This is an optimization exercise on Yosys and OpenROAD, whose aim is small area, not a production implementation.
Function was checked by simulation only, so behaviour that the tests miss may differ from the original.
Power and IR drop assume default switching activity.

the baseline:
Design rx_receiver, start of the top module:
module rx_receiver #(
	parameter int RX_CHANS = 4,
	parameter int DECIM    = 16,
	parameter int BUF_AW   = 7
) (
	input  logic                                cpu_clk,
	input  logic                                rst_i,
	input  logic signed [rx_pkg::ADC_BITS-1:0]  adc_data_i,
	input  logic                                cmd_wr_i,
	input  logic [1:0]                          cmd_op_i,
	input  logic [rx_pkg::FREQ_BITS-1:0]        cmd_data_i,
	input  logic                                rd_samp_i,
	input  logic                                srq_ack_i,
	output logic [rx_pkg::SAMP_BITS-1:0]        samp_o,
	output logic                                srq_o
);
	logic [RX_CHANS-1:0]                  freq_wr;
	logic [rx_pkg::FREQ_BITS-1:0]         freq_word;
	logic [rx_pkg::NSAMPS_BITS-1:0]       nsamps;
	logic [RX_CHANS-1:0]                  chan_avail;
	logic [2*RX_CHANS*(rx_pkg::SAMP_BITS+1)-1:0] chan_dout;
	logic                                 rd_q;
	logic                                 buf_wr;
	logic [rx_pkg::SAMP_BITS-1:0]         buf_wdata;
	logic                                 swap;
	localparam int PW = rx_pkg::ADC_BITS + rx_pkg::LUT_W + 1;
	logic signed [PW-1:0]                 adc_w;
	logic signed [PW-1:0]                 m2047;
	logic signed [PW-1:0]                 m1891;
	logic signed [PW-1:0]                 m1447;
	logic signed [PW-1:0]                 m783;
  ...
Size: roughly 70 I/O pins.
==> module rx_receiver, before the edit <==
module rx_receiver #(
	parameter int RX_CHANS = 4,
	parameter int DECIM    = 16,
	parameter int BUF_AW   = 7
) (
	input  logic                                cpu_clk,
	input  logic                                rst_i,
	input  logic signed [rx_pkg::ADC_BITS-1:0]  adc_data_i,
	input  logic                                cmd_wr_i,
	input  logic [1:0]                          cmd_op_i,
	input  logic [rx_pkg::FREQ_BITS-1:0]        cmd_data_i,
	input  logic                                rd_samp_i,
	input  logic                                srq_ack_i,
	output logic [rx_pkg::SAMP_BITS-1:0]        samp_o,
	output logic                                srq_o
);
	logic [RX_CHANS-1:0]                  freq_wr;
	logic [rx_pkg::FREQ_BITS-1:0]         freq_word;
	logic [rx_pkg::NSAMPS_BITS-1:0]       nsamps;
	logic [RX_CHANS-1:0]                  chan_avail;
	logic [2*RX_CHANS*(rx_pkg::SAMP_BITS+1)-1:0] chan_dout;
	logic                                 rd_q;
	logic                                 buf_wr;
	logic [rx_pkg::SAMP_BITS-1:0]         buf_wdata;
	logic                                 swap;
	localparam int PW = rx_pkg::ADC_BITS + rx_pkg::LUT_W + 1;
	logic signed [PW-1:0]                 adc_w;
	logic signed [PW-1:0]                 m2047;
	logic signed [PW-1:0]                 m1891;
	logic signed [PW-1:0]                 m1447;
	logic signed [PW-1:0]                 m783;
	logic [4*rx_pkg::SAMP_BITS-1:0]       mag_prod;
	logic                                 exact;
	logic signed [rx_pkg::ADC_BITS-1:0] adc_d;
	always_ff @(posedge cpu_clk)
	begin
		adc_d <= adc_data_i;
	end
	assign adc_w = PW'(adc_d);
	assign m2047 = (adc_w <<< 11) - adc_w;
	assign m1891 = (adc_w <<< 11) - (adc_w <<< 7) - (adc_w <<< 5) + (adc_w <<< 2) - adc_w;
	assign m1447 = (adc_w <<< 10) + (adc_w <<< 9) - (adc_w <<< 6) - (adc_w <<< 5) + (adc_w <<< 3) - adc_w;
	assign m783  = (adc_w <<< 10) - (adc_w <<< 8) + (adc_w <<< 4) - adc_w;
	assign mag_prod = {m783[rx_pkg::MIX_SHIFT +: rx_pkg::SAMP_BITS],
	                   m1447[rx_pkg::MIX_SHIFT +: rx_pkg::SAMP_BITS],
	                   m1891[rx_pkg::MIX_SHIFT +: rx_pkg::SAMP_BITS],
	                   m2047[rx_pkg::MIX_SHIFT +: rx_pkg::SAMP_BITS]};
	assign exact = (adc_d[rx_pkg::MIX_SHIFT-1:0] == '0);
	rx_cmd_regs #(
		.RX_CHANS (RX_CHANS)
	) cmd_regs_i (
		.cpu_clk     (cpu_clk),
		.rst_i       (rst_i),
		.cmd_wr_i    (cmd_wr_i),
		.cmd_op_i    (cmd_op_i),
		.cmd_data_i  (cmd_data_i),
		.swap_i      (swap),
		.srq_ack_i   (srq_ack_i),
		.freq_wr_o   (freq_wr),
		.freq_word_o (freq_word),
		.nsamps_o    (nsamps),
		.srq_o       (srq_o)
	);
	for (genvar g = 0; g < RX_CHANS; g++)
	begin : g_chan
		rx_ddc_chan #(
			.DECIM     (DECIM),
			.HAS_AVAIL (g == 0)
		) ddc_i (
			.cpu_clk     (cpu_clk),
			.rst_i       (rst_i),
			.mag_prod_i  (mag_prod),
			.exact_i     (exact),
			.freq_wr_i   (freq_wr[g]),
			.freq_word_i (freq_word),
			.avail_o     (chan_avail[g]),
			.dout_o      (chan_dout[2*g*(rx_pkg::SAMP_BITS+1) +: 2*(rx_pkg::SAMP_BITS+1)])
		);
	end
	rx_collector #(
		.RX_CHANS (RX_CHANS)
	) collector_i (
		.cpu_clk     (cpu_clk),
		.rst_i       (rst_i),
		.avail_i     (chan_avail[0]),
		.chan_dout_i (chan_dout),
		.nsamps_i    (nsamps),
		.rd_q_o      (rd_q),
		.buf_wr_o    (buf_wr),
		.buf_wdata_o (buf_wdata),
		.swap_o      (swap)
	);
	rx_sample_buf #(
		.BUF_AW (BUF_AW)
	) sample_buf_i (
		.cpu_clk (cpu_clk),
		.rst_i   (rst_i),
		.wr_i    (buf_wr),
		.wdata_i (buf_wdata),
		.swap_i  (swap),
		.rd_i    (rd_samp_i),
		.rdata_o (samp_o)
	);
endmodule
==> flow/config.mk <==
export PLATFORM = sky130hd
export DESIGN_NAME = rx_receiver
export DESIGN_NICKNAME = rx_receiver
export VERILOG_FILES = /design/flow/design.v
export SDC_FILE = /design/flow/constraint.sdc
export NUM_CORES = 4
export LEC_CHECK = 0
export CAP_MARGIN = 20
export CORE_MARGIN = 2
export CORE_UTILIZATION = 40
export CTS_BUF_LIST = sky130_fd_sc_hd__clkbuf_16
export CTS_CLUSTER_DIAMETER = 90
export CTS_CLUSTER_SIZE = 22
export SLEW_MARGIN = 20
export SYNTH_HIERARCHICAL = 1
export SYNTH_MINIMUM_KEEP_SIZE = 0
==> flow/constraint.sdc <==
create_clock -name core_clock -period 11.0 [get_ports {cpu_clk}]
set_input_delay 2.2000 -clock core_clock [delete_from_list [all_inputs] [get_ports {cpu_clk}]]
set_output_delay 2.2000 -clock core_clock [all_outputs]
set_load 0.01 [all_outputs]
run.sh (not shown) runs the stock make flow with config.mk's settings and CLKGATE_MAP_FILE= SYNTH_SCRIPT=/design/flow/synth_recipe.tcl, a recipe that flattens the netlist after the stock synthesis.
> inputs changed (the baseline -> the candidate)
--- a/flow/design.v
+++ b/flow/design.v
@@ -608,6 +608,10 @@
 	logic signed [PW-1:0]                 m1891;
 	logic signed [PW-1:0]                 m1447;
 	logic signed [PW-1:0]                 m783;
+	logic signed [PW-1:0]                 m3;
+	logic signed [PW-1:0]                 m15;
+	logic signed [PW-1:0]                 m75;
+	logic signed [PW-1:0]                 m39;
 	logic [4*rx_pkg::SAMP_BITS-1:0]       mag_prod;
 	logic                                 exact;
 	logic signed [rx_pkg::ADC_BITS-1:0] adc_d;
@@ -616,10 +620,14 @@
 		adc_d <= adc_data_i;
 	end
 	assign adc_w = PW'(adc_d);
+	assign m3    = (adc_w <<< 1) + adc_w;
+	assign m15   = (adc_w <<< 4) - adc_w;
 	assign m2047 = (adc_w <<< 11) - adc_w;
-	assign m1891 = (adc_w <<< 11) - (adc_w <<< 7) - (adc_w <<< 5) + (adc_w <<< 2) - adc_w;
-	assign m1447 = (adc_w <<< 10) + (adc_w <<< 9) - (adc_w <<< 6) - (adc_w <<< 5) + (adc_w <<< 3) - adc_w;
-	assign m783  = (adc_w <<< 10) - (adc_w <<< 8) + (adc_w <<< 4) - adc_w;
+	assign m783  = (m3 <<< 8) + m15;
+	assign m75   = (m15 <<< 2) + m15;
+	assign m1447 = m2047 - (m75 <<< 3);
+	assign m39   = (m3 <<< 3) + m15;
+	assign m1891 = m2047 - (m39 <<< 2);
 	assign mag_prod = {m783[rx_pkg::MIX_SHIFT +: rx_pkg::SAMP_BITS],
 	                   m1447[rx_pkg::MIX_SHIFT +: rx_pkg::SAMP_BITS],
 	                   m1891[rx_pkg::MIX_SHIFT +: rx_pkg::SAMP_BITS],
Findings:
The baseline → the candidate: met3 track demand over resource in global routing -0.49 points, placed cell area lower, power per unit of standard cell area picked up an extra about 2%.
The candidate against the baseline: via count of the first global-routing pass increased by about 0.34% relative to the old numbers; global-route wire length before repair -9400 um; non-clock inverter count in the final layout lost 67.
Any difference in minimum hold slack between the baseline and the candidate is small enough to ignore.
The candidate: PASS, flow complete, no timing, DRC or antenna violations
Diff the baseline -> the candidate: synthesis-to-finish area growth -0.26 points; total of plain and repair buffers excluding clock buffers lost 73; area of the mapped netlist went down 700 um^2; number of instances in the placed design shrank by 147.

==> afterwards: timing with drivers on the ports <==
No port has a modelled driver above. Below, the same layouts with a new extraction and two added sets of constraints.
Step 1 assumes that a clkbuf_16 drives the clock port and a buf_2 every other input.
Step 2 moves the port delays by t, midway between the first and last clock arrival at a register: inputs arrive t later, outputs are due t later. That takes back most of the time a late clock gives input paths.
Three values: ideal ports, drivers, drivers and shift; two values: the first two.
run	t (ns)	setup slack, ns	worst setup path at the end	cell pins on the clock port's net
the baseline	1.141	1.633 / 1.633 / 1.633	register to register	1
the candidate	1.143	0.892 / 0.892 / 0.892	register to register	1
After both steps setup and hold are still met in every run listed.
